Background: an optimization exercise with open tools, aiming at small area. Do not read the settings as production practice. Only simulation tests tie the RTL to the original design; equivalence was not proved. Power and IR drop assume default switching activity.

<file path="design/flow/run.sh">
#!/bin/bash
# synth_recipe.tcl (not shown) runs the flow's synth.tcl, then flattens the netlist and writes it again
# the make line also repeats each setting of config.mk as NAME=value (left out here)
make -C /OpenROAD-flow-scripts/flow DESIGN_CONFIG=/design/flow/config.mk WORK_HOME=/design/flow/orfs CLKGATE_MAP_FILE= SYNTH_SCRIPT=/design/flow/synth_recipe.tcl finish
</file>
<file path="design/flow/design.v">
module pipe_reg_file #(
    parameter int unsigned DATA_W   = 32'd32,
    parameter int unsigned ADDR_W   = 32'd5,
    parameter int unsigned NUM_RD   = 32'd2,
    parameter int unsigned ZERO_REG = 32'd1
) (
    input  logic                       clock,
    input  logic                       reset,
    input  logic [NUM_RD*ADDR_W-1:0]   rd_addr,
    output logic [NUM_RD*DATA_W-1:0]   rd_data,
    output logic [NUM_RD-1:0]          rd_busy,
    input  logic                       wr_enable,
    input  logic [ADDR_W-1:0]          wr_addr,
    input  logic [DATA_W-1:0]          wr_data,
    input  logic                       issue_valid,
    input  logic [ADDR_W-1:0]          issue_addr,
    output logic [ADDR_W:0]            busy_count
);
    localparam int unsigned DEPTH = 32'd1 << ADDR_W;    
    logic [DEPTH-1:1][DATA_W-1:0] regs_r;
    logic [DEPTH-1:1][DATA_W-1:0] regs_next_s;
    logic [DEPTH-1:1]  busy_r;
    logic [ADDR_W:0]   busy_count_r;
    logic              wr_ok_s;
    logic              iss_ok_s;
    logic [DEPTH-1:1]  wr_dec_s;
    logic [DEPTH-1:1]  iss_dec_s;
    logic [DEPTH-1:1]  ld_s;         
    logic [DEPTH-1:1]  ld_n_s;
    logic [DATA_W-1:0] ld_data_s;    
    logic              wr_was_busy_s;
    logic              iss_was_busy_s;
    logic              cnt_inc_s;
    logic              cnt_dec_s;
    always_comb begin
        wr_ok_s  = wr_enable   && (wr_addr    != '0);
        iss_ok_s = issue_valid && (issue_addr != '0);
        for (int i = 1; i < int'(DEPTH); i++) begin
            wr_dec_s[i]  = wr_enable   && (wr_addr    == ADDR_W'(i));
            iss_dec_s[i] = issue_valid && (issue_addr == ADDR_W'(i));
            ld_s[i]      = reset || wr_dec_s[i];
            ld_n_s[i]    = !ld_s[i];
        end
        ld_data_s = reset ? '0 : wr_data;
    end
    for (genvar i = 1; i < int'(DEPTH); i++) begin : g_reg
        for (genvar b = 0; b < int'(DATA_W); b++) begin : g_bit
            pipe_reg_file_ld u_ld (
                .ld  (ld_s[i]),
                .ldn (ld_n_s[i]),
                .d   (ld_data_s[b]),
                .q   (regs_r[i][b]),
                .y   (regs_next_s[i][b])
            );
        end
    end
    always_ff @(posedge clock) begin
        regs_r <= regs_next_s;
    end
    pipe_reg_file_sel1 u_wr_busy  (.sel(wr_dec_s),  .d(busy_r), .y(wr_was_busy_s));
    pipe_reg_file_sel1 u_iss_busy (.sel(iss_dec_s), .d(busy_r), .y(iss_was_busy_s));
    always_comb begin
        cnt_inc_s = iss_ok_s && !iss_was_busy_s;
        cnt_dec_s = wr_was_busy_s && !(iss_ok_s && (issue_addr == wr_addr));
    end
    always_ff @(posedge clock) begin
        if (reset) begin
            busy_r       <= '0;
            busy_count_r <= '0;
        end else begin
            busy_r  <= (busy_r & ~wr_dec_s) | iss_dec_s;
            if (cnt_inc_s && !cnt_dec_s)      busy_count_r <= busy_count_r + 1'b1;
            else if (cnt_dec_s && !cnt_inc_s) busy_count_r <= busy_count_r - 1'b1;
        end
    end
    for (genvar k = 0; k < int'(NUM_RD); k++) begin : g_rd
        logic [ADDR_W-1:0] ra;
        logic [DEPTH-1:1]  dec;      
        logic              busy_lk;
        assign ra = rd_addr[k*ADDR_W +: ADDR_W];
        always_comb begin
            for (int i = 1; i < int'(DEPTH); i++) begin
                dec[i] = (ra == ADDR_W'(i));
            end
        end
        pipe_reg_file_sel1 u_busy (.sel(dec), .d(busy_r), .y(busy_lk));
        assign rd_busy[k] = busy_lk || (wr_ok_s && (wr_addr == ra));
        for (genvar b = 0; b < int'(DATA_W); b++) begin : g_bit
            logic [DEPTH-1:1] col;
            for (genvar i = 1; i < int'(DEPTH); i++) begin : g_col
                assign col[i] = regs_r[i][b];
            end
            pipe_reg_file_sel1 u_sel (.sel(dec), .d(col), .y(rd_data[k*DATA_W + b]));
        end
    end
    assign busy_count = busy_count_r;
endmodule
module pipe_reg_file_ld (
    input  logic ld,
    input  logic ldn,
    input  logic d,
    input  logic q,
    output logic y
);
    assign y = (ld & d) | (ldn & q);
endmodule
module pipe_reg_file_sel1 (
    input  logic [31:1] sel,
    input  logic [31:1] d,
    output logic        y
);
    logic [10:0] part_n;
    for (genvar g = 0; g < 10; g++) begin : g_grp
        pipe_reg_file_aoi222 u_aoi (
            .a1 (sel[3*g+1]), .a2 (d[3*g+1]),
            .b1 (sel[3*g+2]), .b2 (d[3*g+2]),
            .c1 (sel[3*g+3]), .c2 (d[3*g+3]),
            .y  (part_n[g])
        );
    end
    pipe_reg_file_nand2  u_last (.a(sel[31]), .b(d[31]), .y(part_n[10]));
    pipe_reg_file_nand11 u_or   (.a(part_n), .y(y));
endmodule
module pipe_reg_file_aoi222 (
    input  logic a1, a2, b1, b2, c1, c2,
    output logic y
);
    assign y = !((a1 & a2) | (b1 & b2) | (c1 & c2));
endmodule
module pipe_reg_file_nand2 (
    input  logic a, b,
    output logic y
);
    assign y = !(a & b);
endmodule
module pipe_reg_file_nand11 (
    input  logic [10:0] a,
    output logic        y
);
    assign y = !(&a);
endmodule
</file>
<file path="design/flow/constraint.sdc">
create_clock -name core_clock -period 8.0 [get_ports {clock}]
set_input_delay 1.6000 -clock core_clock [delete_from_list [all_inputs] [get_ports {clock}]]
set_output_delay 1.6000 -clock core_clock [all_outputs]
set_load 0.01 [all_outputs]
</file>
<file path="design/flow/config.mk">
export PLATFORM = sky130hd
export DESIGN_NAME = pipe_reg_file
export DESIGN_NICKNAME = pipe_reg_file
export VERILOG_FILES = /design/flow/design.v
export SDC_FILE = /design/flow/constraint.sdc
export NUM_CORES = 4
export LEC_CHECK = 0
export CAP_MARGIN = 0
export CORE_MARGIN = 2
export CORE_UTILIZATION = 45
export CTS_BUF_LIST = sky130_fd_sc_hd__clkbuf_4
export CTS_CLUSTER_DIAMETER = 40
export CTS_CLUSTER_SIZE = 10
export SLEW_MARGIN = 0
export SYNTH_HIERARCHICAL = 1
export SYNTH_MINIMUM_KEEP_SIZE = 0
</file>
==> results of run 1 <==
==> through the flow <==
step / area [um^2] / hold slack [ps] / setup slack [ps] / util (%)
2_1_floorplan: 40490 / 459.9 / 1974 / -
3_3_place_gp: 44810 / 472.2 / 1030 / 50.01
3_5_place_dp: 44810 / 476.1 / 952.0 / 50.01
4_1_cts: 46870 / 500.2 / 969.4 / 52.32
5_1_grt: 46880 / 519.1 / 575.2 / 52.32
6_report: 46890 / 503.0 / 722.0 / 52.34
==> area by class of cell <==
cell class / instances / area (um^2) / share of cell area (%)
Multi-Input combinational cell: 2422 / 20250 / 43.17
Sequential cell: 1029 / 20600 / 43.93
Timing Repair Buffer: 261 / 2354 / 5.019
Antenna cell: 8 / 20.02 / 0.04269
Tap cell: 1176 / 1471 / 3.138
Clock buffer: 176 / 1321 / 2.818
Inverter: 37 / 138.9 / 0.2962
Clock inverter: 65 / 743.2 / 1.585
==> report_power, final <==
group          internal, W  switching, W
Clock              0.00158       0.00201
Sequential         0.00555      0.000354
Combinational     0.000570      0.000918
==> state kept, by name (all words and copies together) (netlist names) <==
register	cells
regs_r	992
busy_r	31
busy_count_r	6
==> worst max-delay path: cells and delay by family <==
| kind | cells | cell delay [ps] |
|---|---|---|
| AOI/OAI and AO/OA | 1 | 100 |
| buffers and inverters | 3 | 1990 |
| and+or+nand+nor | 4 | 1980 |
==> per-module statistics from Yosys (local to each module, per instance), excerpt <==
module / copies in the design / cell area, um^2 / cells inside / flops+latches
pipe_reg_file_ld: 992 / 8.758 / 1 / 0
pipe_reg_file_nand2: 68 / 3.754 / 1 / 0
pipe_reg_file: 1 / 23120 / 1518 / 1029
pipe_reg_file_nand11: 68 / 23.77 / 4 / 0
pipe_reg_file_aoi222: 680 / 10.01 / 1 / 0
==> logic make-up (layout without fill, tap and decap cells) <==
group / after synthesis / count (layout) / synth area share, %
flip-flops: 1029 / 1029 / 50.88
AND/OR/NAND/NOR: 648 / 648 / 8.313
adder cells (fa/ha/maj): 6 / 6 / 0.2040
buffers and inverters: 79 / 539 / 0.8406
multiplexers: 1 / 1 / 0.02472
other: 0 / 8 / 0
AO/OA/AOI/OAI: 1749 / 1749 / 39.35
XOR/XNOR: 18 / 18 / 0.3894
==> worst min-delay path by stage <==
stage / end / start / slack, ps / cells past startpoint
2_1_floorplan: regs_r[0] / regs_r[0] / 460 / 1
3_3_place_gp: regs_r[297] / regs_r[297] / 470 / 1
3_5_place_dp: regs_r[405] / regs_r[405] / 480 / 1
4_1_cts: regs_r[196] / regs_r[196] / 500 / 1
5_1_grt: regs_r[260] / regs_r[260] / 520 / 1
6_report: regs_r[204] / regs_r[204] / 500 / 1
==> layer usage <==
metal	vias to the layer above	track usage, %	share of wire, %
met1	20700	52.40	35
met5	-	0	0.079
li1	16760	-	-
met2	4253	57.67	40
met3	1026	16.60	17
met4	10	30.65	8.5
==> layout by cell type (no fill, tap or decap), types with 69 or more instances in the layout <==
cell type and n:
dfxtp_1 1029, a22o_1 992, a222oi_1 680, clkbuf_4 176, nand4_1 138, buf_4 128, clkdlybuf4s50_1 126, nand2_1 114
nand3_1 75, or3_1 73, nor2_4 69
==> out/results.ini, run 1 <==
[worst_setup_path]
critPathKind=in2out
crit_slowest_cell=clkdlybuf4s50_1
crit_end=rd_data[0]
slowest_delay_ps=1100
cp_data_arrival_time_ps=5680
r2r-start=busy_r[18]
r2r_setup_slack_ps=4470
cp-startpoint=rd_addr[0]
cp_common_cell=clkdlybuf4s50_1
reg2reg_to=busy_count_r[4]
r2r_cells=11
cp_max_fo=17
crit_chain=clkdlybuf4s50_1 > nand2_1 > nor3_2 > buf_4 > a222oi_1 > nand4_1 > or3_1 > clkdlybuf4s50_1
required_ps=6400
cp-end-kind=primary output
start_kind=input port

[placement]
dp_cells=4925
hpwlAfterDp_um=114300
io_buffers=127
place_congestion=0.9669

[detailed_routing]
routed_wl_um=203400
vias=42750
drt_iter0_drc=10680
wire_per_inst_um=39.31
vias_per_cell=8.261
postRouteAntennaNets=0
firstDrtPassIters=13
drcViolationCount=0

[synth]
yosys-top-cells-area=dfxtp_1 (51%), a22o_1 (21%), a222oi_1 (17%), nand4_1 (2.1%), nor2_1 (1.1%)
syn_avg_cell_area_um2=11.47
synth_edf_count=0
async_reset_ff_share_pct=0
yosys-top-cells-count=dfxtp_1 (1029), a22o_1 (992), a222oi_1 (680)
yosysUniqueCellTypes=46
ys_seq_area_share_pct=50.88
netlist.area_leader.share_pct=50.88
mappedNetlistArea_um2=40490
netlist_instances=3530
synth_top_cell_by_area=dfxtp_1
syn-num-nets=3592
yosysMostFrequentCell=dfxtp_1
ys.warnings.count=7
synth_flop_cell=dfxtp_1
ys_seq_elements=1029

[run]
drv_cap=0

[floorplan]
initial_core_util_pct=45.19
fp.dieW_um=304.0
io_pins=128
die_y_um=304.0
fp.coreArea_um2=89600
rows=110
die_area_um2=92390

[clock_tree]
cts_tree=yes
clk_pin_slew_ps=100
holdBufCountCts=0
cts_setup_buffers=0
cts_buffers=147
cts_resized=0
worstSkewPairLatency_ps=1080
cts-root-buf=clkbuf_4
cts_buffer_depth=3
cts_max_level=4
clock_sinks=1029

[global_route]
grt_pass1_wl_um=287100
grt_pass1_vias=41370
overflow=0
antenna_found_initial=13
grt_use_total_pct=41.78
grt_max_degree=76

[timing]
fin_tns_setup_ps=0
max-slew-margin-rel_pct=7.068
worst_pin_slew_ps=1391
fin_skew_ps=62.91
slew_violations=0
post-route-period-util_pct=90.98
rsz0062_at_grt=false
fin_crit_ps=7278
setup_violations=0
hold_viol_final=0
max_clock_freq_ghz=0.1374

[outcome]
status=complete, no violations

[power]
cellPowerDensity_nw_per_um2=234.2
vdd_drop_max_v=0.0001371
finalPower_w=0.01098
power.leakage_nw=17.85

[cells_and_area]
drive_above_1_share_pct=12.93
syn_to_final_growth_pct=15.82
fin_cells=5174
nFillCells=7847
fin_nets=3960

[worst_hold_path]
hp-class=reg2reg

==> run 2: changes to the inputs <==
==> design/flow/flow/run.sh (new file) <==
#!/bin/bash
set -e
export BUFFER_PORTS_ARGS="-buffer_cell sky130_fd_sc_hd__buf_1"
bash standard.sh > standard.log 2>&1
==> design/flow/standard.sh (new file) <==
#!/bin/bash
# synth_recipe.tcl (not shown) runs the flow's synth.tcl, then flattens the netlist and writes it again
# the make line also repeats each setting of config.mk as NAME=value (left out here)
make -C /OpenROAD-flow-scripts/flow DESIGN_CONFIG=/design/flow/config.mk WORK_HOME=/design/flow/orfs CLKGATE_MAP_FILE= SYNTH_SCRIPT=/design/flow/synth_recipe.tcl "${@:-finish}"
--- a/design/flow/config.mk
+++ b/design/flow/config.mk
@@ -8,9 +8,9 @@
 export CAP_MARGIN = 0
 export CORE_MARGIN = 2
 export CORE_UTILIZATION = 45
-export CTS_BUF_LIST = sky130_fd_sc_hd__clkbuf_4
-export CTS_CLUSTER_DIAMETER = 40
-export CTS_CLUSTER_SIZE = 10
+export CTS_BUF_LIST = sky130_fd_sc_hd__clkbuf_16
+export CTS_CLUSTER_DIAMETER = 80
+export CTS_CLUSTER_SIZE = 28
 export SLEW_MARGIN = 0
 export SYNTH_HIERARCHICAL = 1
 export SYNTH_MINIMUM_KEEP_SIZE = 0
removed: design/flow/run.sh
==> run 2 against run 1 <==
Fmax up 7.4%. Synthesized cell count unchanged. Wire length down 3.9%. Via count down 4.8%. Global-route usage down 1.8 points. Setup slack better by 500 ps. Combinational power down 7%. Largest power group unchanged. Clock power down 12%. Sequential share of layout area up 1.3 points.
==> out/results.ini, run 2 <==
[floorplan]
fp.coreArea_um2=89600  ; unchanged
initial_core_util_pct=45.19  ; unchanged
rows=110  ; unchanged
io_pins=128  ; unchanged
die_area_um2=92390  ; unchanged
die_y_um=304.0  ; unchanged
fp.dieW_um=304.0  ; unchanged

[worst_setup_path]
cp_common_cell=buf_1  ; was clkdlybuf4s50_1
r2r_cells=11  ; unchanged
crit_slowest_cell=nor2_4  ; was clkdlybuf4s50_1
cp_data_arrival_time_ps=5180  ; was 5680 ps
cp_max_fo=19  ; was 17
start_kind=input port  ; unchanged
cp-end-kind=primary output  ; unchanged
required_ps=6400  ; about the same
crit_chain=buf_1 > nand2_1 > nor2_4 > buf_4 > a222oi_1 > nand4_1 > or3_1 > buf_1  ; was clkdlybuf4s50_1 > nand2_1 > nor3_2 > buf_4 > a222oi_1 > nand4_1 > or3_1 > clkdlybuf4s50_1
slowest_delay_ps=900  ; was 1100 ps
critPathKind=in2out  ; unchanged

[cells_and_area]
multi_input_area_um2=20250  ; about the same
seqCellArea_um2=20600  ; unchanged
regMostFlops=regs_r  ; unchanged
drive_above_1_share_pct=9.663  ; was 12.93%
largestRegisters=regs_r: 992 flops, busy_r: 31 flops, busy_count_r: 6 flops  ; unchanged
fin_nets=3861  ; was 3960
largest_reg_flops=992  ; unchanged
nFillCells=8092  ; was 7847
layout_commonest_cell=dfxtp_1  ; unchanged
final_cell_mix=dfxtp_1 (1029), a22o_1 (992), a222oi_1 (680), nand4_1 (138), buf_4 (133)  ; was dfxtp_1 (1029), a22o_1 (992), a222oi_1 (680), clkbuf_4 (176), nand4_1 (138)
syn_to_final_growth_pct=12.52  ; was 15.82%

[global_route]
overflow=0  ; unchanged
grt_max_degree=53  ; was 76
grt_pass1_vias=38190  ; was 41370
antenna_found_initial=7  ; was 13
grt_use_total_pct=39.98  ; was 41.78%
grt_pass1_wl_um=274600  ; was 287100 um

[clock_tree]
cts_buffer_depth=3  ; unchanged
cts_setup_buffers=0  ; unchanged
cts_max_level=2  ; was 4
clk_pin_slew_ps=100  ; about the same
cts_buffers=49  ; was 147
cts_tree=yes  ; unchanged
cts_resized=0  ; unchanged
holdBufCountCts=0  ; unchanged
worstSkewPairLatency_ps=670  ; was 1080 ps
clock_sinks=1029  ; unchanged
cts-root-buf=clkbuf_16  ; was clkbuf_4

[timing]
hold_viol_final=0  ; unchanged
fin_crit_ps=6777  ; was 7278 ps
worst_pin_slew_ps=1401  ; was 1391 ps
max-slew-margin-rel_pct=6.373  ; was 7.068%
max_clock_freq_ghz=0.1476  ; was 0.1374 GHz
post-route-period-util_pct=84.71  ; was 90.98%
setup_violations=0  ; unchanged
fin_skew_ps=29.80  ; was 62.91 ps
rsz0062_at_grt=false  ; unchanged
slew_violations=0  ; unchanged
fin_tns_setup_ps=0  ; unchanged
holdWs_ps=505.6  ; was 503.0 ps

[synth]
yosys-top-cells-count=dfxtp_1 (1029), a22o_1 (992), a222oi_1 (680)  ; unchanged
netlist_instances=3530  ; unchanged
yosys-top-cells-area=dfxtp_1 (51%), a22o_1 (21%), a222oi_1 (17%), nand4_1 (2.1%), nor2_1 (1.1%)  ; unchanged
syn-num-nets=3592  ; unchanged
synth_edf_count=0  ; unchanged
netlist.area_leader.share_pct=50.88  ; unchanged
yosysUniqueCellTypes=46  ; unchanged
synth_flop_cell=dfxtp_1  ; unchanged
ys_seq_elements=1029  ; unchanged
ys_seq_area_share_pct=50.88  ; unchanged
syn_avg_cell_area_um2=11.47  ; unchanged
mappedNetlistArea_um2=40490  ; unchanged
yosysMostFrequentCell=dfxtp_1  ; unchanged
ys.warnings.count=7  ; unchanged
async_reset_ff_share_pct=0  ; unchanged
synth_top_cell_by_area=dfxtp_1  ; unchanged

[detailed_routing]
wl_met3_um=28920  ; was 33580 um
postRouteAntennaNets=0  ; unchanged
drcViolationCount=0  ; unchanged
vias=40690  ; was 42750
met1Wirelength_um=72390  ; was 71750 um
vias_per_cell=8.121  ; was 8.261
wire_per_inst_um=38.98  ; was 39.31 um
drt_iter0_drc=9449  ; was 10680
routed_wl_um=195300  ; was 203400 um
top_layer=met5  ; unchanged
firstDrtPassIters=17  ; was 13
met2_length_um=79120  ; was 80680 um

[power]
power.leakage_nw=17.14  ; was 17.85 nW
cellPowerDensity_nw_per_um2=229.2  ; was 234.2 nW/um^2
finalPower_w=0.01044  ; was 0.01098 W
vdd_drop_max_v=0.0001784  ; was 0.0001371 V

[placement]
io_buffers=127  ; unchanged
hpwlAfterDp_um=110300  ; was 114300 um
place_congestion=0.9261  ; was 0.9669

[run]
drv_cap=0  ; unchanged

[worst_hold_path]
hp-class=reg2reg  ; unchanged
hold_path_depth=1  ; unchanged

[outcome]
status=complete, no violations  ; unchanged

-- run 2: cells by family (layout without fill, tap and decap cells) --
| family | count (synthesis) | in the layout | share of synthesized area [%] |
|---|---|---|---|
| AO/OA/AOI/OAI | 1749 | 1749 | 39.35 |
| XOR/XNOR | 18 | 18 | 0.3894 |
| adder cells (fa/ha/maj) | 6 | 6 | 0.2040 |
| buffers and inverters | 79 | 378 | 0.8406 |
| flip-flops | 1029 | 1029 | 50.88 |
| multiplexers | 1 | 1 | 0.02472 |
| other | 0 | 6 | 0 |
| AND/OR/NAND/NOR | 648 | 648 | 8.313 |
-- run 2: critical path: cells and delay by family --
| kind | cells | cell delay, ps |
|---|---|---|
| simple gates | 4 | 2020 |
| compound gates | 1 | 160 |
| buf+inv | 3 | 1370 |
-- run 2: worst paths after layout --
path	end	slack (ps)	start
min	regs_r[48]	510	regs_r[48]
max reg2reg	busy_count_r[4]	4630	busy_r[22]
min reg2reg	regs_r[48]	510	regs_r[48]
max	rd_data[7]	1220	rd_addr[0]
-- run 2: layout make-up --
cell class              count  share of cell area, %
repair buffers            260                  3.246
well taps                1176                  3.230
inverters                  37                 0.3049
diodes                      6                0.03296
clock inverters            32                 0.8239
multi-input cells        2422                  44.45
flip-flops and latches   1029                  45.22
clock buffers              49                  2.692
-- run 2: power breakdown --
| group | switching, W | internal, W | leakage, nW |
|---|---|---|---|
| clock network | 0.00187 | 0.00128 | 0.781 |
| logic | 0.000900 | 0.000484 | 7.81 |
| registers | 0.000354 | 0.00555 | 8.55 |
| total | 0.00313 | 0.00732 | 17.1 |
-- run 2: layer usage --
| metal | vias up | track usage, % |
|---|---|---|
| met3 | 818 | 11.99 |
| met1 | 19720 | 52.70 |
| met5 | - | 0.9302 |
| li1 | 16460 | - |
| met2 | 3689 | 56.92 |
| met4 | 8 | 25.11 |
-- run 2: Yosys stat by module, one instance, submodules excluded, a selection --
| module | cells | cell area, um^2 | copies in the design | flip-flops and latches |
|---|---|---|---|---|
| pipe_reg_file | 1518 | 23120 | 1 | 1029 |
| pipe_reg_file_aoi222 | 1 | 10.01 | 680 | 0 |
| pipe_reg_file_ld | 1 | 8.758 | 992 | 0 |
| pipe_reg_file_nand11 | 4 | 23.77 | 68 | 0 |
| pipe_reg_file_nand2 | 1 | 3.754 | 68 | 0 |
-- run 2: stage by stage --
stage          instance area [um^2]  util, %  instances  setup slack, ps
2_1_floorplan                 40490        -       3530             1974
3_3_place_gp                  43940    49.04       4924             1592
3_5_place_dp                  43940    49.04       4924             1534
4_1_cts                       45540    50.83       5005             1536
5_1_grt                       45540    50.83       5006             1253
6_report                      45560    50.84       5011             1223
==> run 3: changes to the inputs <==
==> design/flow/flow/run.sh (replaced) <==
#!/bin/bash
set -e
export BUFFER_PORTS_ARGS="-buffer_cell sky130_fd_sc_hd__buf_1"
export CTS_ARGS="-sink_clustering_enable -repair_clock_nets -sink_clustering_size 40 -sink_clustering_max_diameter 60 -buf_list sky130_fd_sc_hd__clkbuf_16 -dont_use_dummy_load"
bash standard.sh > standard.log 2>&1
==> run 3 against run 2 <==
Global-route usage is 0.24 points higher. Synthesized area is the same. Count of clock-buffer cells in the layout is 28 higher. Combinational power barely moved. Clock power grew 12%. Utilization grew 0.36 points. Clock skew shrank 5.8 ps. Sequential power barely moved. Setup slack better by 42 ps. Sequential share of layout area shrank 0.32 points. Critical path depth did not move.
==> out/results.ini, run 3 <==
[outcome]
status=complete, no violations  ; unchanged

[clock_tree]
worstSkewPairLatency_ps=620  ; was 670 ps
cts_setup_buffers=0  ; unchanged
clk_pin_slew_ps=50  ; was 100 ps
cts_resized=0  ; unchanged
cts_max_level=3  ; was 2
holdBufCountCts=0  ; unchanged
cts_buffer_depth=3  ; unchanged
cts_tree=yes  ; unchanged
cts-root-buf=clkbuf_16  ; unchanged
clock_sinks=1029  ; unchanged
cts_buffers=77  ; was 49

[synth]
yosysUniqueCellTypes=46  ; unchanged
mappedNetlistArea_um2=40490  ; unchanged
yosysMostFrequentCell=dfxtp_1  ; unchanged
ys.warnings.count=7  ; unchanged
synth_compound_area_share_pct=39.35  ; unchanged
synthAdderAreaFrac_pct=0.2040  ; unchanged
syn_avg_cell_area_um2=11.47  ; unchanged
ys_seq_area_share_pct=50.88  ; unchanged
synth_top_cell_by_area=dfxtp_1  ; unchanged
yosys-top-cells-count=dfxtp_1 (1029), a22o_1 (992), a222oi_1 (680)  ; unchanged
yosys.area_share.simple_pct=8.313  ; unchanged
netlist.area_leader.share_pct=50.88  ; unchanged
synth_top_family_by_area=compound AO/OA/AOI/OAI gates  ; unchanged
ys_seq_elements=1029  ; unchanged
synth_flop_cell=dfxtp_1  ; unchanged
syn-num-nets=3592  ; unchanged
yosys-top-cells-area=dfxtp_1 (51%), a22o_1 (21%), a222oi_1 (17%), nand4_1 (2.1%), nor2_1 (1.1%)  ; unchanged
muxShareOfSynthArea_pct=0.02472  ; unchanged
async_reset_ff_share_pct=0  ; unchanged
netlist_instances=3530  ; unchanged
synthXorXnorAreaFrac_pct=0.3894  ; unchanged
synth_edf_count=0  ; unchanged

[timing]
fin_tns_setup_ps=0  ; unchanged
rsz0062_at_grt=false  ; unchanged
max_clock_freq_ghz=0.1485  ; was 0.1476 GHz
post-route-period-util_pct=84.19  ; was 84.71%
max-slew-margin-rel_pct=4.134  ; was 6.373%
hold_viol_final=0  ; unchanged
slew_violations=0  ; unchanged
fin_skew_ps=23.99  ; was 29.80 ps
setup_violations=0  ; unchanged
fin_crit_ps=6735  ; was 6777 ps
worst_pin_slew_ps=1435  ; was 1401 ps

[floorplan]
fp.dieW_um=304.0  ; unchanged
io_pins=128  ; unchanged
initial_core_util_pct=45.19  ; unchanged
die_y_um=304.0  ; unchanged
fp.coreArea_um2=89600  ; unchanged
die_area_um2=92390  ; unchanged
rows=110  ; unchanged

[cells_and_area]
final_cell_mix=dfxtp_1 (1029), a22o_1 (992), a222oi_1 (680), nand4_1 (138), buf_4 (133)  ; unchanged
layout_commonest_cell=dfxtp_1  ; unchanged
syn_to_final_growth_pct=13.32  ; was 12.52%
nFillCells=8058  ; was 8092
largestRegisters=regs_r: 992 flops, busy_r: 31 flops, busy_count_r: 6 flops  ; unchanged
largest_reg_flops=992  ; unchanged
fin_nets=3889  ; was 3861
drive_above_1_share_pct=9.699  ; was 9.663%
regMostFlops=regs_r  ; unchanged

[global_route]
grt_pass1_vias=38440  ; was 38190
antenna_found_initial=6  ; was 7
grt_max_degree=53  ; unchanged
grt_pass1_wl_um=275600  ; was 274600 um
overflow=0  ; unchanged
grt_use_total_pct=40.21  ; was 39.98%

[detailed_routing]
vias=40820  ; was 40690
drcViolationCount=0  ; unchanged
firstDrtPassIters=15  ; was 17
postRouteAntennaNets=0  ; unchanged
wire_per_inst_um=39.17  ; was 38.98 um
vias_per_cell=8.152  ; was 8.121
routed_wl_um=196100  ; was 195300 um
drt_iter0_drc=9428  ; was 9449

[power]
power.leakage_nw=17.31  ; was 17.14 nW
finalPower_w=0.01082  ; was 0.01044 W
vdd_drop_max_v=0.0001545  ; was 0.0001784 V
cellPowerDensity_nw_per_um2=235.8  ; was 229.2 nW/um^2

[placement]
place_congestion=0.9261  ; unchanged
io_buffers=127  ; unchanged
hpwlAfterDp_um=110300  ; unchanged

[worst_setup_path]
start_kind=input port  ; unchanged
critPathKind=in2out  ; unchanged
crit_slowest_cell=nor2_4  ; unchanged
cp_common_cell=buf_1  ; unchanged
required_ps=6400  ; about the same
cp-end-kind=primary output  ; unchanged
cp_data_arrival_time_ps=5140  ; was 5180 ps
slowest_delay_ps=910  ; was 900 ps
cp_max_fo=19  ; unchanged
crit_chain=buf_1 > nand2_1 > nor2_4 > buf_4 > a222oi_1 > nand4_1 > or3_1 > buf_1  ; unchanged

[worst_hold_path]
hp-class=reg2reg  ; unchanged

[run]
drv_cap=0  ; unchanged

[run 3: path summary, 6_finish.rpt]
| path | endpoint | slack [ps] | from | depth (start not counted) |
|---|---|---|---|---|
| worst max-delay path | rd_data[7] | 1260 | rd_addr[0] | 8 |
| worst min-delay path | regs_r[716] | 500 | regs_r[716] | 1 |
| worst max register to register | busy_count_r[4] | 4690 | busy_r[22] | 11 |
| worst min register to register | regs_r[716] | 500 | regs_r[716] | 1 |
[run 3: where the power goes]
group          internal (W)  leakage, nW  switching [W]
clock network       0.00170        0.949        0.00183
logic              0.000484         7.81       0.000899
registers           0.00555         8.55       0.000355
total               0.00774         17.3        0.00308
[run 3: cells by family (layout without fill, tap and decap cells)]
family                     after synthesis  in the layout
buffers and inverters                   79            374
adders and majority gates                6              6
muxes                                    1              1
xor gates and xnor gates                18             18
other                                    0              6
DFF                                   1029           1029
AOI/OAI and AO/OA                     1749           1749
and+or+nand+nor                        648            648
[run 3: per-stage QoR]
| stage | worst slack (ps) | instance area, um^2 | hold slack [ps] | util [%] | std cells |
|---|---|---|---|---|---|
| 5_1_grt | 1253 | 45870 | 510.7 | 51.19 | 5002 |
| 4_1_cts | 1536 | 45870 | 495.7 | 51.19 | 5001 |
| 3_3_place_gp | 1592 | 43940 | 473.9 | 49.04 | 4924 |
| 2_1_floorplan | 1974 | 40490 | 459.9 | - | 3530 |
| 6_report | 1265 | 45880 | 496.9 | 51.21 | 5007 |
| 3_5_place_dp | 1534 | 43940 | 476.5 | 49.04 | 4924 |
[run 3: final cells by class]
type	instances	area (um^2)	share of cell area, %
antenna	6	15.01	0.03272
clock buffer	77	1927	4.200
inverter	37	138.9	0.3027
multi-input combinational	2422	20250	44.14
sequential	1029	20600	44.90
tap	1176	1471	3.207
timing repair buffer	260	1479	3.223
[run 3: metal layers]
metal | global-route usage (%) | wire (um) | up-vias
li1 | - | - | 16480
met2 | 57.16 | 79800 | 3766
met5 | 0.9302 | 170 | -
met3 | 12.21 | 28900 | 791
met1 | 52.83 | 72710 | 19770
met4 | 25.71 | 14520 | 8
[run 3: worst max-delay path, delay by kind of cell]
family,cells,cell delay (ps)
compound gates,1,160
buf+inv,3,1330
simple gates,4,2020
[run 3: modules after synthesis, one instance, submodules excluded, a selection]
module	flops+latches	cells	cell area (um^2)
pipe_reg_file	1029	1518	23120
pipe_reg_file_nand2	0	1	3.754
pipe_reg_file_nand11	0	4	23.77
pipe_reg_file_aoi222	0	1	10.01
pipe_reg_file_ld	0	1	8.758
==> run 4: changes to the inputs <==
==> design/flow/flow/run.sh (replaced) <==
#!/bin/bash
set -e
export BUFFER_PORTS_ARGS="-buffer_cell sky130_fd_sc_hd__buf_1"
export CTS_ARGS="-sink_clustering_enable -repair_clock_nets -sink_clustering_size 28 -sink_clustering_max_diameter 80 -buf_list sky130_fd_sc_hd__clkbuf_16 -dont_use_dummy_load"
bash standard.sh > standard.log 2>&1
==> run 4 against run 3 <==
First-iteration DRC count is 2.9% higher. Register-to-register slack worse by 40 ps. Synthesized area stayed put. Sequential share of layout area is 0.69 points higher. Worst hold slack better by 7.0 ps. Count of clock-buffer cells in the layout is 28 lower. Cell count is 0.48% lower. Still clean. Via count is 0.14% lower.
==> out/results.ini, run 4 <==
[cells_and_area]
largest_reg_flops=992  ; unchanged
layout_commonest_cell=dfxtp_1  ; unchanged
final_util_pct=50.44  ; was 51.21%
fin_nets=3861  ; was 3889
largestRegisters=regs_r: 992 flops, busy_r: 31 flops, busy_count_r: 6 flops  ; unchanged
syn_to_final_growth_pct=11.62  ; was 13.32%
drive_above_1_share_pct=9.033  ; was 9.699%
regMostFlops=regs_r  ; unchanged
design_area_um2=45190  ; was 45880 um^2
final_cell_mix=dfxtp_1 (1029), a22o_1 (992), a222oi_1 (680), nand4_1 (138), buf_4 (133)  ; unchanged

[worst_setup_path]
cp_data_arrival_time_ps=5140  ; about the same
r2r-start=busy_r[4]  ; was busy_r[22]
cp_common_cell=buf_1  ; unchanged
slowest_delay_ps=890  ; was 910 ps
cp-startpoint=rd_addr[0]  ; unchanged
critPathKind=in2out  ; unchanged
cp_max_fo=19  ; unchanged
crit_chain=buf_1 > nand2_1 > nor2_4 > buf_4 > a222oi_1 > nand4_1 > or3_1 > buf_1  ; unchanged
start_kind=input port  ; unchanged
cp-end-kind=primary output  ; unchanged
required_ps=6400  ; about the same
crit_slowest_cell=nor2_4  ; unchanged

[floorplan]
initial_core_util_pct=45.19  ; unchanged
fp.coreArea_um2=89600  ; unchanged
die_area_um2=92390  ; unchanged
io_pins=128  ; unchanged
fp.dieW_um=304.0  ; unchanged
rows=110  ; unchanged
die_y_um=304.0  ; unchanged

[synth]
ys_seq_area_share_pct=50.88  ; unchanged
mappedNetlistArea_um2=40490  ; unchanged
syn-num-nets=3592  ; unchanged
ys_seq_elements=1029  ; unchanged
yosysUniqueCellTypes=46  ; unchanged
yosys-top-cells-area=dfxtp_1 (51%), a22o_1 (21%), a222oi_1 (17%), nand4_1 (2.1%), nor2_1 (1.1%)  ; unchanged
synth_flop_cell=dfxtp_1  ; unchanged
netlist_instances=3530  ; unchanged
syn_avg_cell_area_um2=11.47  ; unchanged
async_reset_ff_share_pct=0  ; unchanged
ys.warnings.count=7  ; unchanged
yosysMostFrequentCell=dfxtp_1  ; unchanged
yosys-top-cells-count=dfxtp_1 (1029), a22o_1 (992), a222oi_1 (680)  ; unchanged
synth_edf_count=0  ; unchanged
netlist.area_leader.share_pct=50.88  ; unchanged
synth_top_cell_by_area=dfxtp_1  ; unchanged

[power]
p_clk_share_pct=27.6  ; was 32.6%
vdd_drop_max_v=0.0001392  ; was 0.0001545 V
p_int_w=0.007132  ; was 0.007738 W
power.leakage_nw=16.96  ; was 17.31 nW
pwr-share-seq_pct=58.7  ; was 54.6%
p_comb_share_pct=13.7  ; was 12.8%
cellPowerDensity_nw_per_um2=222.8  ; was 235.8 nW/um^2
switchingPower_w=0.002936  ; was 0.003083 W
swShare_pct=29.16  ; was 28.49%

[detailed_routing]
wire_per_inst_um=39.18  ; was 39.17 um
drt_iter0_drc=9706  ; was 9428
drcViolationCount=0  ; unchanged
vias_per_cell=8.179  ; was 8.152
routed_wl_um=195200  ; was 196100 um
vias=40760  ; was 40820
firstDrtPassIters=15  ; unchanged
postRouteAntennaNets=0  ; unchanged

[clock_tree]
cts_resized=0  ; unchanged
worstSkewPairLatency_ps=640  ; was 620 ps
cts_buffer_depth=3  ; unchanged
clock_sinks=1029  ; unchanged
cts_tree=yes  ; unchanged
cts_setup_buffers=0  ; unchanged
holdBufCountCts=0  ; unchanged
cts_buffers=49  ; was 77
clk_pin_slew_ps=110  ; was 50 ps
cts-root-buf=clkbuf_16  ; unchanged
cts_max_level=2  ; was 3

[timing]
max_clock_freq_ghz=0.1483  ; was 0.1485 GHz
hold_viol_final=0  ; unchanged
worst_pin_slew_ps=1384  ; was 1435 ps
setup_violations=0  ; unchanged
post-route-period-util_pct=84.27  ; was 84.19%
layout_setup_ws_ps=1258  ; was 1265 ps
fin_crit_ps=6742  ; was 6735 ps
slew_violations=0  ; unchanged
fin_skew_ps=66.16  ; was 23.99 ps
max-slew-margin-rel_pct=7.719  ; was 4.134%
rsz0062_at_grt=false  ; unchanged
fin_tns_setup_ps=0  ; unchanged

[global_route]
grt_pass1_wl_um=274300  ; was 275600 um
antenna_found_initial=8  ; was 6
overflow=0  ; unchanged
grt_pass1_vias=38140  ; was 38440
grt_use_total_pct=39.96  ; was 40.21%
grt_max_degree=53  ; unchanged

[worst_hold_path]
hp-start=regs_r[722]  ; was regs_r[716]
hp-class=reg2reg  ; unchanged

[outcome]
status=complete, no violations  ; unchanged

[placement]
hpwlAfterDp_um=110300  ; unchanged
place_area_um2=43940  ; unchanged
place_congestion=0.9261  ; unchanged
dp_worst_setup_slack_ps=1534  ; unchanged
io_buffers=127  ; unchanged

[run]
drv_cap=0  ; unchanged

## run 4: cell counts after synthesis
No cell type changed its count.
## run 4: per-module statistics from Yosys (local to each module, per instance), excerpt
module	area, um^2	flip-flops and latches
pipe_reg_file_nand11	23.77	0
pipe_reg_file_aoi222	10.01	0
pipe_reg_file	23120	1029
pipe_reg_file_nand2	3.754	0
pipe_reg_file_ld	8.758	0
## run 4: kinds of logic (layout without fill, tap and decap cells)
kind of cell,after synthesis,count (layout),share of synthesized area (%)
and+or+nand+nor,648,648,8.313
adders and majority gates,6,6,0.2040
buffers and inverters,79,346,0.8406
AOI/OAI and AO/OA,1749,1749,39.35
DFF,1029,1029,50.88
muxes,1,1,0.02472
xor gates and xnor gates,18,18,0.3894
other,0,10,0
## run 4: worst paths after layout
check / end / slack [ps] / cells past startpoint
min: regs_r[722] / 500 / 1
max: rd_data[7] / 1260 / 8
min reg2reg: regs_r[722] / 500 / 1
max reg2reg: busy_count_r[4] / 4650 / 11
## run 4: area by class of cell
class,count,area (um^2)
Antenna cell,10,25.02
Clock buffer,49,1226
Fill cell,8112,44410
Inverter,37,138.9
Multi-Input combinational cell,2422,20250
Sequential cell,1029,20600
Tap cell,1176,1471
Timing Repair Buffer,260,1479
## run 4: worst max-delay path: cells and delay by family
kind | cells | cell delay, ps
buffers and inverters | 3 | 1340
AO/OA/AOI/OAI | 1 | 160
AND/OR/NAND/NOR | 4 | 2010
## run 4: per-stage QoR
step	total power [W]	hold slack, ps	instances
2_1_floorplan	0.006676	459.9	3530
3_3_place_gp	0.007297	473.9	4924
3_5_place_dp	0.007311	476.5	4924
4_1_cts	0.009984	502.7	4973
5_1_grt	0.01032	516.0	4974
6_report	0.01007	503.9	4983
## run 4: layer usage
| layer | up-vias | global-route usage (%) | wire, um |
|---|---|---|---|
| met1 | 19870 | 52.53 | 72720 |
| li1 | 16430 | - | - |
| met4 | 8 | 25.42 | 14450 |
| met3 | 769 | 11.91 | 28300 |
| met5 | - | 0.9302 | 215 |
| met2 | 3684 | 56.97 | 79550 |
## run 4: power groups by stage
stage                     sequential [W]  clock [W]  combinational [W]
after global placement           0.00600          0            0.00130
after global routing             0.00595    0.00296            0.00141
after detailed placement         0.00599          0            0.00132
after CTS                        0.00589    0.00278            0.00132
final                            0.00591    0.00278            0.00138
after floorplan                  0.00590          0           0.000772
==> run 5: changes to the inputs <==
--- a/design/flow/config.mk
+++ b/design/flow/config.mk
@@ -5,12 +5,13 @@
 export SDC_FILE = /design/flow/constraint.sdc
 export NUM_CORES = 4
 export LEC_CHECK = 0
-export CAP_MARGIN = 0
+export CAP_MARGIN = 10
 export CORE_MARGIN = 2
 export CORE_UTILIZATION = 45
 export CTS_BUF_LIST = sky130_fd_sc_hd__clkbuf_16
 export CTS_CLUSTER_DIAMETER = 80
 export CTS_CLUSTER_SIZE = 28
-export SLEW_MARGIN = 0
+export PLACE_DENSITY = 0.8
+export SLEW_MARGIN = 10
 export SYNTH_HIERARCHICAL = 1
 export SYNTH_MINIMUM_KEEP_SIZE = 0
==> run 5 against run 4 <==
Synthesized cell count did not move. Still clean on timing, DRC and antenna. First-iteration DRC count rose by 17%. Register-to-register slack hardly changed. Count of clock-buffer cells in the layout decreased by 5. Wire length fell by 8.2%. Via count up 1.9%. Setup slack improved by 170 ps. Clock skew fell by 49 ps. Critical endpoint is now rd_data[47]. Synthesized area did not move. Combinational power shrank 4%. Final area down 0.94%. Cell count decreased by 0.98%.
==> out/results.ini, run 5 <==
[worst_setup_path]
start_kind=input port  ; unchanged
cp-startpoint=rd_addr[5]  ; was rd_addr[0]
cp_data_arrival_time_ps=4970  ; was 5140 ps
required_ps=6400  ; about the same
r2r_setup_slack_ps=4660  ; was 4650 ps
cp-end-kind=primary output  ; unchanged
crit_slowest_cell=nor2_4  ; unchanged
cp_common_cell=buf_1  ; unchanged
slowest_delay_ps=1150  ; was 890 ps
critPathBufInv=2  ; was 3
crit_end=rd_data[47]  ; was rd_data[7]
critPathKind=in2out  ; unchanged
reg2reg_to=busy_count_r[4]  ; unchanged
crit_family=simple AND/OR/NAND/NOR gates  ; unchanged
r2r-start=busy_r[28]  ; was busy_r[4]
crit_cells=7  ; was 8
r2r_cells=11  ; unchanged
crit_chain=buf_1 > nand2_1 > nor2_4 > a222oi_1 > nand4_1 > or3_1 > buf_1  ; was buf_1 > nand2_1 > nor2_4 > buf_4 > a222oi_1 > nand4_1 > or3_1 > buf_1
cp_max_fo=33  ; was 19

[cells_and_area]
syn_to_final_growth_pct=10.57  ; was 11.62%
largestRegisters=regs_r: 992 flops, busy_r: 31 flops, busy_count_r: 6 flops  ; unchanged
fin_nets=3819  ; was 3861
regMostFlops=regs_r  ; unchanged
final_cell_mix=dfxtp_1 (1029), a22o_1 (992), a222oi_1 (680), nand4_1 (138), buf_1 (126)  ; was dfxtp_1 (1029), a22o_1 (992), a222oi_1 (680), nand4_1 (138), buf_4 (133)
largest_reg_flops=992  ; unchanged
drive_above_1_share_pct=7.989  ; was 9.033%
layout_commonest_cell=dfxtp_1  ; unchanged

[floorplan]
initial_core_util_pct=45.19  ; unchanged
fp.dieW_um=304.0  ; unchanged
die_y_um=304.0  ; unchanged
die_area_um2=92390  ; unchanged
io_pins=128  ; unchanged
rows=110  ; unchanged
fp.coreArea_um2=89600  ; unchanged

[power]
switchingPower_w=0.002852  ; was 0.002936 W
pwr-share-seq_pct=59.8  ; was 58.7%
vdd_drop_max_v=0.0001486  ; was 0.0001392 V
power.leakage_nw=16.71  ; was 16.96 nW
p_clk_share_pct=26.7  ; was 27.6%
p_comb_share_pct=13.5  ; was 13.7%
p_int_w=0.007022  ; was 0.007132 W
swShare_pct=28.89  ; was 29.16%
cellPowerDensity_nw_per_um2=220.6  ; was 222.8 nW/um^2
finalPower_w=0.009874  ; was 0.01007 W

[clock_tree]
cts_buffer_depth=3  ; unchanged
cts_setup_buffers=0  ; unchanged
clk_pin_slew_ps=110  ; about the same
cts_resized=0  ; unchanged
cts_max_level=2  ; unchanged
holdBufCountCts=0  ; unchanged
cts_buffers=44  ; was 49
clock_sinks=1029  ; unchanged
worstSkewPairLatency_ps=620  ; was 640 ps
cts-root-buf=clkbuf_16  ; unchanged
cts_tree=yes  ; unchanged

[global_route]
grt_pass1_vias=39490  ; was 38140
antenna_found_initial=14  ; was 8
grt_max_degree=61  ; was 53
grt_pass1_wl_um=257700  ; was 274300 um
grt_use_total_pct=36.35  ; was 39.96%
overflow=0  ; unchanged

[detailed_routing]
vias_per_cell=8.419  ; was 8.179
postRouteAntennaNets=0  ; unchanged
firstDrtPassIters=15  ; unchanged
vias=41540  ; was 40760
routed_wl_um=179300  ; was 195200 um
drt_iter0_drc=11310  ; was 9706
wire_per_inst_um=36.34  ; was 39.18 um
drcViolationCount=0  ; unchanged

[timing]
slew_violations=0  ; unchanged
max-slew-margin-rel_pct=6.411  ; was 7.719%
fin_crit_ps=6572  ; was 6742 ps
rsz0062_at_grt=false  ; unchanged
post-route-period-util_pct=82.15  ; was 84.27%
setup_violations=0  ; unchanged
max_clock_freq_ghz=0.1522  ; was 0.1483 GHz
worst_pin_slew_ps=1401  ; was 1384 ps
hold_viol_final=0  ; unchanged
fin_tns_setup_ps=0  ; unchanged
fin_skew_ps=17.11  ; was 66.16 ps

[placement]
hpwlAfterDp_um=103600  ; was 110300 um
io_buffers=127  ; unchanged
place_congestion=0.9574  ; was 0.9261

[synth]
yosysUniqueCellTypes=46  ; unchanged
synth_top_cell_by_area=dfxtp_1  ; unchanged
mappedNetlistArea_um2=40490  ; unchanged
async_reset_ff_share_pct=0  ; unchanged
ys_seq_area_share_pct=50.88  ; unchanged
synthAdderAreaFrac_pct=0.2040  ; unchanged
synth_edf_count=0  ; unchanged
synth_flop_cell=dfxtp_1  ; unchanged
netlist.area_leader.share_pct=50.88  ; unchanged
yosys-top-cells-count=dfxtp_1 (1029), a22o_1 (992), a222oi_1 (680)  ; unchanged
yosysMostFrequentCell=dfxtp_1  ; unchanged
ys.warnings.count=7  ; unchanged
muxShareOfSynthArea_pct=0.02472  ; unchanged
synth_top_family_by_area=compound AO/OA/AOI/OAI gates  ; unchanged
syn-num-nets=3592  ; unchanged
synthXorXnorAreaFrac_pct=0.3894  ; unchanged
yosys-top-cells-area=dfxtp_1 (51%), a22o_1 (21%), a222oi_1 (17%), nand4_1 (2.1%), nor2_1 (1.1%)  ; unchanged
ys_seq_elements=1029  ; unchanged
synth_compound_area_share_pct=39.35  ; unchanged
yosys.area_share.simple_pct=8.313  ; unchanged
syn_avg_cell_area_um2=11.47  ; unchanged
netlist_instances=3530  ; unchanged

[outcome]
status=complete, no violations  ; unchanged

[run]
drv_cap=0  ; unchanged

[worst_hold_path]
hp-class=reg2reg  ; unchanged

## run 5: layout make-up
cell class / count / area [um^2]
Multi-Input combinational cell: 2422 / 20250
Tap cell: 1176 / 1471
Antenna cell: 3 / 7.507
Sequential cell: 1029 / 20600
Timing Repair Buffer: 223 / 1201
Clock buffer: 44 / 1101
Fill cell: 7912 / 44830
Inverter: 37 / 138.9
## run 5: worst min-delay path by stage
stage / startpoint / depth (start not counted) / to
after floorplan: regs_r[0] / 1 / regs_r[0]
after global placement: regs_r[679] / 1 / regs_r[679]
after detailed placement: regs_r[802] / 1 / regs_r[802]
after CTS: regs_r[812] / 1 / regs_r[812]
after global routing: regs_r[151] / 1 / regs_r[151]
final: regs_r[802] / 1 / regs_r[802]
## run 5: worst reg2reg max path: cells and delay by family (launching register included)
kind	cells	cell delay [ps]
adder cells (fa/ha/maj)	2	640
AO/OA/AOI/OAI	3	900
buffers and inverters	1	150
AND/OR/NAND/NOR	5	1150
flip-flops	1	390
## run 5: per-layer routing
metal,vias up,wire [um],global-route usage [%]
met5,-,253,1.499
met4,17,14530,24.63
met3,1092,33440,16.77
met2,4369,70180,50.20
met1,19720,60910,44.73
li1,16340,-,-
## run 5: power by group through the flow
stage               combinational [W]  clock (W)  sequential [W]
finish                        0.00133    0.00263         0.00591
global route                  0.00136    0.00277         0.00595
CTS                           0.00125    0.00259         0.00588
detailed placement            0.00125          0         0.00599
global placement              0.00122          0         0.00597
floorplan                    0.000772          0         0.00590
## run 5: metrics by stage
step	util (%)	worst slack, ps	hold WS [ps]	cell area (um^2)	std cells
6_report	49.96	1428	504.6	44770	4934
5_1_grt	49.96	1448	517.2	44760	4932
4_1_cts	49.95	1752	503.5	44760	4931
3_5_place_dp	48.73	1761	476.7	43660	4887
3_3_place_gp	48.73	1769	472.5	43660	4887
2_1_floorplan	-	1974	459.9	40490	3530
## run 5: per-module statistics from Yosys, one instance, submodules excluded, a selection
module | cells | flops+latches | area [um^2] | times used
pipe_reg_file | 1518 | 1029 | 23120 | 1
pipe_reg_file_aoi222 | 1 | 0 | 10.01 | 680
pipe_reg_file_ld | 1 | 0 | 8.758 | 992
pipe_reg_file_nand11 | 4 | 0 | 23.77 | 68
pipe_reg_file_nand2 | 1 | 0 | 3.754 | 68
## run 5: cells by family after synthesis
kind of cell / Yosys count
flip-flops: 1029
buffers and inverters: 79
adder cells (fa/ha/maj): 6
AND/OR/NAND/NOR: 648
XOR/XNOR: 18
AO/OA/AOI/OAI: 1749
multiplexers: 1

## separate check: timing with driven ports
Ports are ideal in the flow. The routed layouts listed here were re-timed in OpenROAD. Step 1, drivers: a clkbuf_16 drives clock and a buf_2 each remaining input, both assumed. Step 2 times the ports against the registers' clock, not the clock port: input delays grow and output delays shrink by t, the midpoint of the rising clock arrivals with the driver on. Slacks: ideal ports / drivers / drivers and shift; pairs: ideal ports / drivers.
run | t, ns | setup slack, ns | cell pins on the clock port's net
run 1 | 1.127 | 0.722 / 0.701 / 0.701 | 1
run 2 | 0.733 | 1.223 / 1.195 / 1.195 | 1
run 3 | 0.719 | 1.265 / 1.237 / 1.237 | 1
run 4 | 0.700 | 1.258 / 1.230 / 1.230 | 1
run 5 | 0.699 | 1.428 / 1.312 / 1.312 | 1
After both steps every run listed still meets setup and hold. The setup slack of run 5, which loses most, moves by -0.116 ns with the drivers and by -0.116 ns with both steps.
